Source: an optimization exercise on an open RTL-to-GDS flow (aim: small area). Production flows keep margins and buffers that such runs may drop.
Function was checked by simulation only, so behaviour that the tests miss may differ from the original.
Power is estimated from default activity; no workload was simulated.

==> inputs of v26 <==
==> flow/design.v <==
module trace_retire_buffer #(
    parameter int DEPTH = 8,
    parameter int CNT_W = 16
) (
    input  logic             clk,
    input  logic             rst,
    input  logic             trace_en,
    input  logic             ret_valid,
    input  logic [31:0]      ret_pc,
    input  logic [31:0]      ret_insn,
    input  logic [4:0]       ret_rd_addr,
    input  logic [31:0]      ret_rd_wdata,
    input  logic             trc_ready,
    input  logic             cyc_wr,
    input  logic [31:0]      cyc_wdata,
    input  logic             instret_wr,
    input  logic [63:0]      instret_wdata,
    output logic             trc_valid,
    output logic [31:0]      trc_pc,
    output logic [31:0]      trc_insn,
    output logic [4:0]       trc_rd_addr,
    output logic [31:0]      trc_rd_wdata,
    output logic [31:0]      trc_cycle,
    output logic [2:0]       trc_class,
    output logic [63:0]      instret,
    output logic [CNT_W-1:0] drop_cnt,
    output logic             overflow
);
    localparam int PTR_W = $clog2(DEPTH);
    localparam int ENTRY_W = 32 + 32 + 5 + 32 + 32;   
    localparam logic [2:0] CLS_ALU    = 3'd0;
    localparam logic [2:0] CLS_BRANCH = 3'd1;
    localparam logic [2:0] CLS_JUMP   = 3'd2;
    localparam logic [2:0] CLS_LOAD   = 3'd3;
    localparam logic [2:0] CLS_STORE  = 3'd4;
    localparam logic [2:0] CLS_SYSTEM = 3'd5;
    localparam logic [2:0] CLS_UNK    = 3'd7;
    logic [ENTRY_W-1:0] mem [DEPTH];
    logic [ENTRY_W-1:0] new_e, head;
    logic [DEPTH-1:0]   wr_sel, rd_sel;    
    logic [PTR_W:0]     count;             
    logic [31:0]        cyc;
    logic [63:0]        instret_q;
    logic [CNT_W-1:0]   drop_q;
    logic               overflow_q;
    logic               empty, full, push, pop, drop;
    function automatic logic [2:0] classify(input logic [31:0] insn);
        logic [6:0] op;
        logic [2:0] f3;
        logic [2:0] c;
        op = insn[6:0];
        f3 = insn[14:12];
        c  = CLS_UNK;
        case (op)
            7'b0110111, 7'b0010111, 7'b0110011, 7'b0010011: c = CLS_ALU;
            7'b1100011: if (f3 != 3'b010 && f3 != 3'b011) c = CLS_BRANCH;
            7'b1101111: c = CLS_JUMP;
            7'b1100111: if (f3 == 3'b000) c = CLS_JUMP;
            7'b0000011: if (f3 == 3'b000 || f3 == 3'b001 || f3 == 3'b010 ||
                            f3 == 3'b100 || f3 == 3'b101) c = CLS_LOAD;
            7'b0100011: if (f3 == 3'b000 || f3 == 3'b001 || f3 == 3'b010) c = CLS_STORE;
            7'b0001111: if (f3 == 3'b000 || f3 == 3'b001) c = CLS_SYSTEM;
            7'b1110011: begin
                if (f3 == 3'b000) begin
                    if (insn == 32'h00000073 || insn == 32'h00100073 ||
                        insn == 32'h30200073 || insn == 32'h10500073)
                        c = CLS_SYSTEM;
                end else if (f3 != 3'b100) begin
                    c = CLS_SYSTEM;
                end
            end
            default: c = CLS_UNK;
        endcase
        classify = c;
    endfunction
    always_comb begin
        empty = (count == '0);
        full  = count[PTR_W];
        pop   = !empty && trc_ready;
        push  = ret_valid && trace_en && (!full || pop);
        drop  = ret_valid && trace_en && full && !pop;
    end
    assign new_e = {ret_pc, ret_insn, ret_rd_addr,
                    (ret_rd_addr == 5'd0) ? 32'd0 : ret_rd_wdata, cyc};
    always_ff @(posedge clk or posedge rst) begin
        if (rst) begin
            cyc        <= '0;
            instret_q  <= '0;
            drop_q     <= '0;
            overflow_q <= 1'b0;
        end else begin
            if (cyc_wr) cyc <= cyc_wdata;
            else        cyc <= cyc + 32'd1;
            if (instret_wr)     instret_q <= instret_wdata;
            else if (ret_valid) instret_q <= instret_q + 64'd1;
            if (drop) begin
                overflow_q <= 1'b1;
                if (drop_q != '1) drop_q <= drop_q + 1'b1;
            end
        end
    end
    always_ff @(posedge clk or posedge rst) begin
        if (rst) begin
            wr_sel <= DEPTH'(1);
            rd_sel <= DEPTH'(1);
            count  <= '0;
        end else begin
            if (push) wr_sel <= {wr_sel[DEPTH-2:0], wr_sel[DEPTH-1]};
            if (pop)  rd_sel <= {rd_sel[DEPTH-2:0], rd_sel[DEPTH-1]};
            if (push != pop) count <= push ? count + 1'b1 : count - 1'b1;
        end
    end
    always_ff @(posedge clk) begin
        for (int i = 0; i < DEPTH; i++)
            if (push && wr_sel[i]) mem[i] <= new_e;
    end
    logic [ENTRY_W-1:0] g0, g1;
    for (genvar b = 0; b < ENTRY_W; b++) begin : g_rd
        trb_aoi3 u_g0 (.a0(mem[0][b]), .a1(mem[1][b]), .a2(mem[2][b]),
                       .s0(rd_sel[0]), .s1(rd_sel[1]), .s2(rd_sel[2]), .y(g0[b]));
        trb_aoi3 u_g1 (.a0(mem[3][b]), .a1(mem[4][b]), .a2(mem[5][b]),
                       .s0(rd_sel[3]), .s1(rd_sel[4]), .s2(rd_sel[5]), .y(g1[b]));
        trb_fin2 u_g2 (.g0(g0[b]), .g1(g1[b]), .a0(mem[6][b]), .a1(mem[7][b]),
                       .s0(rd_sel[6]), .s1(rd_sel[7]), .y(head[b]));
    end
    assign trc_valid    = !empty;
    assign {trc_pc, trc_insn, trc_rd_addr, trc_rd_wdata, trc_cycle} = head;
    assign trc_class    = classify(trc_insn);
    assign instret      = instret_q;
    assign drop_cnt     = drop_q;
    assign overflow     = overflow_q;
endmodule
module trb_aoi3 #(parameter int W = 1) (
    input  logic [W-1:0] a0, a1, a2,
    input  logic         s0, s1, s2,
    output logic [W-1:0] y
);
    assign y = ~((a0 & {W{s0}}) | (a1 & {W{s1}}) | (a2 & {W{s2}}));
endmodule
module trb_fin2 (
    input  logic g0, g1, a0, a1, s0, s1,
    output logic y
);
    assign y = ~(g0 & g1 & ~((a0 & s0) | (a1 & s1)));
endmodule
==> flow/flow/run.sh <==
#!/bin/bash
# Standard ORFS layout (the standard.sh) with two changes: the port
# buffers are sky130_fd_sc_hd__buf_1, and the clock tree uses clkbuf_16
# with larger sink clusters and no dummy loads. Each step logs to its own file.
set -euo pipefail
export BUFFER_PORTS_ARGS="-buffer_cell sky130_fd_sc_hd__buf_1"
export CTS_ARGS="-sink_clustering_enable -repair_clock_nets -dont_use_dummy_load -buf_list sky130_fd_sc_hd__clkbuf_16 -sink_clustering_size 30 -sink_clustering_max_diameter 120"
bash standard.sh synth > synth.log 2>&1
bash standard.sh floorplan > floorplan.log 2>&1
bash standard.sh place > place.log 2>&1
bash standard.sh cts > cts.log 2>&1
bash standard.sh route > route.log 2>&1
bash standard.sh finish > finish.log 2>&1
==> flow/standard.sh <==
#!/bin/bash
# synth_recipe.tcl (not shown) runs the flow's synth.tcl, then flattens the netlist and writes it again
# the make line also repeats each setting of config.mk as NAME=value (left out here)
make -C /OpenROAD-flow-scripts/flow DESIGN_CONFIG=/design/flow/config.mk WORK_HOME=/design/flow/orfs CLKGATE_MAP_FILE= SYNTH_SCRIPT=/design/flow/synth_recipe.tcl "${@:-finish}"
==> flow/config.mk <==
export PLATFORM = sky130hd
export DESIGN_NAME = trace_retire_buffer
export DESIGN_NICKNAME = trace_retire_buffer
export VERILOG_FILES = /design/flow/design.v
export SDC_FILE = /design/flow/constraint.sdc
export NUM_CORES = 4
export LEC_CHECK = 0
export CAP_MARGIN = 20
export CORE_MARGIN = 2
export CORE_UTILIZATION = 40
export PLACE_DENSITY = 0.6
export SLEW_MARGIN = 20
export SYNTH_HIERARCHICAL = 1
==> flow/constraint.sdc <==
create_clock -name core_clock -period 5.0 [get_ports {clk}]
set_input_delay 1.0000 -clock core_clock [delete_from_list [all_inputs] [get_ports {clk}]]
set_output_delay 1.0000 -clock core_clock [all_outputs]
set_load 0.01 [all_outputs]
==> v33: changes against v26 <==
==> flow/design.v, changed modules only <==
module trace_retire_buffer #(
    parameter int DEPTH = 8,
    parameter int CNT_W = 16
) (
    input  logic             clk,
    input  logic             rst,
    input  logic             trace_en,
    input  logic             ret_valid,
    input  logic [31:0]      ret_pc,
    input  logic [31:0]      ret_insn,
    input  logic [4:0]       ret_rd_addr,
    input  logic [31:0]      ret_rd_wdata,
    input  logic             trc_ready,
    input  logic             cyc_wr,
    input  logic [31:0]      cyc_wdata,
    input  logic             instret_wr,
    input  logic [63:0]      instret_wdata,
    output logic             trc_valid,
    output logic [31:0]      trc_pc,
    output logic [31:0]      trc_insn,
    output logic [4:0]       trc_rd_addr,
    output logic [31:0]      trc_rd_wdata,
    output logic [31:0]      trc_cycle,
    output logic [2:0]       trc_class,
    output logic [63:0]      instret,
    output logic [CNT_W-1:0] drop_cnt,
    output logic             overflow
);
    localparam int PTR_W = $clog2(DEPTH);
    localparam int ENTRY_W = 32 + 32 + 5 + 32 + 32;   
    localparam logic [2:0] CLS_ALU    = 3'd0;
    localparam logic [2:0] CLS_BRANCH = 3'd1;
    localparam logic [2:0] CLS_JUMP   = 3'd2;
    localparam logic [2:0] CLS_LOAD   = 3'd3;
    localparam logic [2:0] CLS_STORE  = 3'd4;
    localparam logic [2:0] CLS_SYSTEM = 3'd5;
    localparam logic [2:0] CLS_UNK    = 3'd7;
    logic [ENTRY_W-1:0] mem [DEPTH];
    logic [ENTRY_W-1:0] new_e, head;
    logic [PTR_W:0]     wr_ptr, rd_ptr;    
    logic [31:0]        cyc;
    logic [63:0]        instret_q;
    logic [CNT_W-1:0]   drop_q;
    logic               overflow_q;
    logic               empty, full, push, pop, drop;
    function automatic logic [2:0] classify(input logic [31:0] insn);
        logic [6:0] op;
        logic [2:0] f3;
        logic [2:0] c;
        op = insn[6:0];
        f3 = insn[14:12];
        c  = CLS_UNK;
        case (op)
            7'b0110111, 7'b0010111, 7'b0110011, 7'b0010011: c = CLS_ALU;
            7'b1100011: if (f3 != 3'b010 && f3 != 3'b011) c = CLS_BRANCH;
            7'b1101111: c = CLS_JUMP;
            7'b1100111: if (f3 == 3'b000) c = CLS_JUMP;
            7'b0000011: if (f3 == 3'b000 || f3 == 3'b001 || f3 == 3'b010 ||
                            f3 == 3'b100 || f3 == 3'b101) c = CLS_LOAD;
            7'b0100011: if (f3 == 3'b000 || f3 == 3'b001 || f3 == 3'b010) c = CLS_STORE;
            7'b0001111: if (f3 == 3'b000 || f3 == 3'b001) c = CLS_SYSTEM;
            7'b1110011: begin
                if (f3 == 3'b000) begin
                    if (insn == 32'h00000073 || insn == 32'h00100073 ||
                        insn == 32'h30200073 || insn == 32'h10500073)
                        c = CLS_SYSTEM;
                end else if (f3 != 3'b100) begin
                    c = CLS_SYSTEM;
                end
            end
            default: c = CLS_UNK;
        endcase
        classify = c;
    endfunction
    always_comb begin
        empty = (wr_ptr == rd_ptr);
        full  = (wr_ptr[PTR_W-1:0] == rd_ptr[PTR_W-1:0]) && (wr_ptr[PTR_W] != rd_ptr[PTR_W]);
        pop   = !empty && trc_ready;
        push  = ret_valid && trace_en && (!full || pop);
        drop  = ret_valid && trace_en && full && !pop;
    end
    assign new_e = {ret_pc, ret_insn, ret_rd_addr,
                    (ret_rd_addr == 5'd0) ? 32'd0 : ret_rd_wdata, cyc};
    always_ff @(posedge clk or posedge rst) begin
        if (rst) begin
            cyc        <= '0;
            instret_q  <= '0;
            drop_q     <= '0;
            overflow_q <= 1'b0;
        end else begin
            if (cyc_wr) cyc <= cyc_wdata;
            else        cyc <= cyc + 32'd1;
            if (instret_wr)     instret_q <= instret_wdata;
            else if (ret_valid) instret_q <= instret_q + 64'd1;
            if (drop) begin
                overflow_q <= 1'b1;
                if (drop_q != '1) drop_q <= drop_q + 1'b1;
            end
        end
    end
    always_ff @(posedge clk or posedge rst) begin
        if (rst) begin
            wr_ptr <= '0;
            rd_ptr <= '0;
        end else begin
            if (push) wr_ptr <= wr_ptr + 1'b1;
            if (pop)  rd_ptr <= rd_ptr + 1'b1;
        end
    end
    always_ff @(posedge clk) begin
        if (push) mem[wr_ptr[PTR_W-1:0]] <= new_e;
    end
    logic [DEPTH-1:0] rsel;
    logic [ENTRY_W-1:0] g0, g1, g2;
    always_comb begin
        for (int i = 0; i < DEPTH; i++) rsel[i] = (rd_ptr[PTR_W-1:0] == PTR_W'(i));
        g0 = ~((mem[0] & {ENTRY_W{rsel[0]}}) | (mem[1] & {ENTRY_W{rsel[1]}}) | (mem[2] & {ENTRY_W{rsel[2]}}));
        g1 = ~((mem[3] & {ENTRY_W{rsel[3]}}) | (mem[4] & {ENTRY_W{rsel[4]}}) | (mem[5] & {ENTRY_W{rsel[5]}}));
        g2 = ~((mem[6] & {ENTRY_W{rsel[6]}}) | (mem[7] & {ENTRY_W{rsel[7]}}));
        head = ~(g0 & g1 & g2);
    end
    assign trc_valid    = !empty;
    assign {trc_pc, trc_insn, trc_rd_addr, trc_rd_wdata, trc_cycle} = head;
    assign trc_class    = classify(trc_insn);
    assign instret      = instret_q;
    assign drop_cnt     = drop_q;
    assign overflow     = overflow_q;
endmodule
// module trb_aoi3 removed
// module trb_fin2 removed
==> flow/run.sh (new file) <==
#!/bin/bash
# synth_recipe.tcl (not shown) runs the flow's synth.tcl, then flattens the netlist and writes it again
# the make line also repeats each setting of config.mk as NAME=value (left out here)
make -C /OpenROAD-flow-scripts/flow DESIGN_CONFIG=/design/flow/config.mk WORK_HOME=/design/flow/orfs CLKGATE_MAP_FILE= SYNTH_SCRIPT=/design/flow/synth_recipe.tcl finish
Settings changed: SYNTH_HIERARCHICAL 1 to default.
removed: flow/flow/run.sh
removed: flow/standard.sh
==> v10: changes against v26 <==
==> flow/design.v, changed modules only <==
module trace_retire_buffer #(
    parameter int DEPTH = 8,
    parameter int CNT_W = 16
) (
    input  logic             clk,
    input  logic             rst,
    input  logic             trace_en,
    input  logic             ret_valid,
    input  logic [31:0]      ret_pc,
    input  logic [31:0]      ret_insn,
    input  logic [4:0]       ret_rd_addr,
    input  logic [31:0]      ret_rd_wdata,
    input  logic             trc_ready,
    input  logic             cyc_wr,
    input  logic [31:0]      cyc_wdata,
    input  logic             instret_wr,
    input  logic [63:0]      instret_wdata,
    output logic             trc_valid,
    output logic [31:0]      trc_pc,
    output logic [31:0]      trc_insn,
    output logic [4:0]       trc_rd_addr,
    output logic [31:0]      trc_rd_wdata,
    output logic [31:0]      trc_cycle,
    output logic [2:0]       trc_class,
    output logic [63:0]      instret,
    output logic [CNT_W-1:0] drop_cnt,
    output logic             overflow
);
    localparam int PTR_W = $clog2(DEPTH);
    localparam int ENTRY_W = 32 + 32 + 5 + 32 + 32;   
    localparam logic [2:0] CLS_ALU    = 3'd0;
    localparam logic [2:0] CLS_BRANCH = 3'd1;
    localparam logic [2:0] CLS_JUMP   = 3'd2;
    localparam logic [2:0] CLS_LOAD   = 3'd3;
    localparam logic [2:0] CLS_STORE  = 3'd4;
    localparam logic [2:0] CLS_SYSTEM = 3'd5;
    localparam logic [2:0] CLS_UNK    = 3'd7;
    logic [ENTRY_W-1:0] mem [DEPTH];
    logic [ENTRY_W-1:0] new_e, head;
    logic [PTR_W-1:0]   wr_ptr;            
    logic [DEPTH-1:0]   wr_dec;            
    logic [DEPTH-1:0]   rd_sel;            
    logic               last_push;         
    logic               match;             
    logic [31:0]        cyc;
    logic [63:0]        instret_q;
    logic [CNT_W-1:0]   drop_q;
    logic               overflow_q;
    logic               empty, full, push, pop, drop;
    function automatic logic [2:0] classify(input logic [31:0] insn);
        logic [6:0] op;
        logic [2:0] f3;
        logic [2:0] c;
        op = insn[6:0];
        f3 = insn[14:12];
        c  = CLS_UNK;
        case (op)
            7'b0110111, 7'b0010111, 7'b0110011, 7'b0010011: c = CLS_ALU;
            7'b1100011: if (f3 != 3'b010 && f3 != 3'b011) c = CLS_BRANCH;
            7'b1101111: c = CLS_JUMP;
            7'b1100111: if (f3 == 3'b000) c = CLS_JUMP;
            7'b0000011: if (f3 == 3'b000 || f3 == 3'b001 || f3 == 3'b010 ||
                            f3 == 3'b100 || f3 == 3'b101) c = CLS_LOAD;
            7'b0100011: if (f3 == 3'b000 || f3 == 3'b001 || f3 == 3'b010) c = CLS_STORE;
            7'b0001111: if (f3 == 3'b000 || f3 == 3'b001) c = CLS_SYSTEM;
            7'b1110011: begin
                if (f3 == 3'b000) begin
                    if (insn == 32'h00000073 || insn == 32'h00100073 ||
                        insn == 32'h30200073 || insn == 32'h10500073)
                        c = CLS_SYSTEM;
                end else if (f3 != 3'b100) begin
                    c = CLS_SYSTEM;
                end
            end
            default: c = CLS_UNK;
        endcase
        classify = c;
    endfunction
    function automatic logic [63:0] inc_carry64(input logic [63:0] q, input logic cin);
        logic [15:0] g;
        logic [16:0] gc;
        logic [63:0] c;
        for (int k = 0; k < 16; k++) g[k] = &q[4*k +: 4];
        gc[0] = cin;
        for (int k = 0; k < 16; k++) gc[k+1] = gc[k] & g[k];
        for (int k = 0; k < 16; k++) begin
            c[4*k]   = gc[k];
            c[4*k+1] = gc[k] & q[4*k];
            c[4*k+2] = gc[k] & q[4*k] & q[4*k+1];
            c[4*k+3] = gc[k] & q[4*k] & q[4*k+1] & q[4*k+2];
        end
        inc_carry64 = c;
    endfunction
    logic [63:0] cyc_c, instret_c, drop_c;
    logic [31:0] cyc_d;
    logic [63:0] instret_d;
    assign cyc_c     = inc_carry64({32'd0, cyc}, 1'b1);
    assign instret_c = inc_carry64(instret_q, ret_valid);
    assign drop_c    = inc_carry64({48'd0, drop_q}, drop && (drop_q != '1));
    for (genvar i = 0; i < 32; i++) begin : g_cyc
        trb_cbit u_b (.q(cyc[i]), .c(cyc_c[i]), .wr(cyc_wr), .w(cyc_wdata[i]), .d(cyc_d[i]));
    end
    for (genvar i = 0; i < 64; i++) begin : g_ins
        trb_cbit u_b (.q(instret_q[i]), .c(instret_c[i]), .wr(instret_wr), .w(instret_wdata[i]),
                      .d(instret_d[i]));
    end
    always_comb begin
        for (int i = 0; i < DEPTH; i++) wr_dec[i] = (wr_ptr == PTR_W'(i));
        match = |(rd_sel & wr_dec);
        empty = match && !last_push;
        full  = match && last_push;
        pop   = !empty && trc_ready;
        push  = ret_valid && trace_en && (!full || pop);
        drop  = ret_valid && trace_en && full && !pop;
    end
    assign new_e = {ret_pc, ret_insn, ret_rd_addr, ret_rd_wdata, cyc};
    always_ff @(posedge clk or posedge rst) begin
        if (rst) begin
            cyc        <= '0;
            instret_q  <= '0;
            drop_q     <= '0;
            overflow_q <= 1'b0;
        end else begin
            cyc       <= cyc_d;
            instret_q <= instret_d;
            drop_q    <= drop_q ^ drop_c[CNT_W-1:0];
            if (drop) overflow_q <= 1'b1;
        end
    end
    always_ff @(posedge clk or posedge rst) begin
        if (rst) begin
            wr_ptr    <= '0;
            rd_sel    <= DEPTH'(1);
            last_push <= 1'b0;
        end else begin
            if (push) wr_ptr <= wr_ptr + 1'b1;
            if (pop)  rd_sel <= {rd_sel[DEPTH-2:0], rd_sel[DEPTH-1]};
            if (push != pop) last_push <= push;
        end
    end
    always_ff @(posedge clk) begin
        for (int i = 0; i < DEPTH; i++)
            if (push && wr_dec[i]) mem[i] <= new_e;
    end
    logic [ENTRY_W-1:0] g0, g1;
    logic               rd_zero;    
    assign rd_zero = (trc_rd_addr == 5'd0);
    for (genvar b = 0; b < ENTRY_W; b++) begin : g_rd
        trb_aoi3 u_g0 (.a0(mem[0][b]), .a1(mem[1][b]), .a2(mem[2][b]),
                       .s0(rd_sel[0]), .s1(rd_sel[1]), .s2(rd_sel[2]), .y(g0[b]));
        trb_aoi3 u_g1 (.a0(mem[3][b]), .a1(mem[4][b]), .a2(mem[5][b]),
                       .s0(rd_sel[3]), .s1(rd_sel[4]), .s2(rd_sel[5]), .y(g1[b]));
        if (b >= 32 && b < 64) begin : g_wd
            trb_fin2z u_g2 (.g0(g0[b]), .g1(g1[b]), .a0(mem[6][b]), .a1(mem[7][b]),
                            .s0(rd_sel[6]), .s1(rd_sel[7]), .z(rd_zero), .y(head[b]));
        end else begin : g_nz
            trb_fin2 u_g2 (.g0(g0[b]), .g1(g1[b]), .a0(mem[6][b]), .a1(mem[7][b]),
                           .s0(rd_sel[6]), .s1(rd_sel[7]), .y(head[b]));
        end
    end
    assign trc_valid    = !empty;
    assign {trc_pc, trc_insn, trc_rd_addr, trc_rd_wdata, trc_cycle} = head;
    assign trc_class    = classify(trc_insn);
    assign instret      = instret_q;
    assign drop_cnt     = drop_q;
    assign overflow     = overflow_q;
endmodule
module trb_fin2z (
    input  logic g0, g1, a0, a1, s0, s1, z,
    output logic y
);
    assign y = ~(g0 & g1 & ~((a0 & s0) | (a1 & s1))) & ~z;
endmodule
module trb_cbit (
    input  logic q, c, wr, w,
    output logic d
);
    assign d = wr ? w : (q ^ c);
endmodule
==> flow/flow/run.sh (replaced) <==
#!/bin/bash
# Standard ORFS layout (the standard.sh) with two changes: the port
# buffers are sky130_fd_sc_hd__buf_1, and the clock tree uses clkbuf_8
# with larger sink clusters and no dummy loads. Each step logs to its own file.
set -euo pipefail
export BUFFER_PORTS_ARGS="-buffer_cell sky130_fd_sc_hd__buf_1"
export CTS_ARGS="-sink_clustering_enable -repair_clock_nets -dont_use_dummy_load -buf_list sky130_fd_sc_hd__clkbuf_8 -sink_clustering_size 16 -sink_clustering_max_diameter 60"
bash standard.sh synth > synth.log 2>&1
bash standard.sh floorplan > floorplan.log 2>&1
bash standard.sh place > place.log 2>&1
bash standard.sh cts > cts.log 2>&1
bash standard.sh route > route.log 2>&1
bash standard.sh finish > finish.log 2>&1
Settings changed: CORE_UTILIZATION 40 to 55, PLACE_DENSITY 0.6 to 0.65.
==> notes <==
- Die area, highest first: v33, v26, v10.
- Synthesized area: v33 > v26 > v10.
- Non-clock buffer count, lowest first: v10, v26, v33.
- Register-to-register slack, highest first: v26, v33, v10.
- Of v26 and v33, v26 has the higher clock skew (gap 0.056 ns).
- Maximum frequency, highest first: v10, v33, v26.
- The highest flip-flop and latch count belongs to v26, the lowest to v33.
- Worst hold slack, lowest first: v10, v26, v33.
- In v33 the synthesized cell count is larger than in v10, by about 10%.
- Of v26 and v33, v33 has the higher critical path depth (gap 7).
==> figures <==
| item | v26 | v10 | v33 |
|---|---|---|---|
| Run status | no timing/DRC/antenna violations | no timing/DRC/antenna violations | no timing/DRC/antenna violations |
| Power in the clock group | 4560 uW | 4430 uW | 8940 uW |
| Switching power share of the total | 20.8% | 22.4% | 31.4% |
| Via count | 26600 | 25300 | 26200 |
| Core box area | 109000 um2 | 77300 um2 | 111000 um2 |
| Worst slew margin relative to its limit | 24.7% | 28.5% | 31.7% |
| # resized after CTS | 0 | 0 | 21 |
| Met3 Resource Use GR | 4.60% | 4.41% | 4.76% |
| Fraction of area in clock buffers and inverters | 2.45% | 2.59% | 7.15% |
| Finished Core Util | 45.0% | 61.7% | 49.9% |
| Antenna violations before repair | 25 | 13 | 10 |
| Number of multi-input logic gates | 1215 | 1076 | 1156 |
| Met1 layer usage reported by global route | 28.8% | 35.8% | 26.6% |
| Area used by sequential logic in the layout | 35300 um2 | 35100 um2 | 35000 um2 |
| Tot GR Track Use | 21.2% | 25.9% | 20.4% |
| Placed Cells incl. Taps | 4321 | 3801 | 4314 |
| Slew at the pin closest to its max-slew limit | 1.13 ns | 1.07 ns | 1.02 ns |
| Ratio of cells with drive above 1 in the final layout | 5.04% | 6.28% | 9.56% |
| Area share of xor/xnor cells in the synthesized design | 1.61% | 2.06% | 2.29% |
| Async set or reset register ratio after synthesis | 11.1% | 10.5% | 10.2% |
| Clock-pin slew on the worst setup and hold paths | 0.11 ns | 0.08 ns | 0.06 ns |

[re-timing with driven ports]
In the flow no input, the clock included, has a driving cell. The finished layouts below were timed again as built, in two steps.
Step 1 sets driving cells, clkbuf_16 on the clock port and buf_2 on the other inputs (assumed; they add their load-dependent delay and slew).
Step 2 moves the port delays by t, midway between the first and last clock arrival at a register: inputs arrive t later, outputs are due t later. That takes back most of the time a late clock gives input paths.
Three values: ideal, step 1, step 2; two values: the first two.
run | shift t [ns] | setup WS [ns] | worst hold slack (ns) | worst data-port slew with drivers (ns)
v26 | 0.712 | 0.138 / 0.072 / 0.783 | 0.453 / 0.408 / 0.487 | 0.14
v33 | 0.767 | 0.160 / 0.088 / 0.855 | 0.484 / 0.484 / 0.484 | 0.15
v10 | 0.756 | 0.428 / 0.356 / 1.084 | 0.253 / 0.201 / 0.499 | 0.12
After both steps every run listed still meets setup and hold.
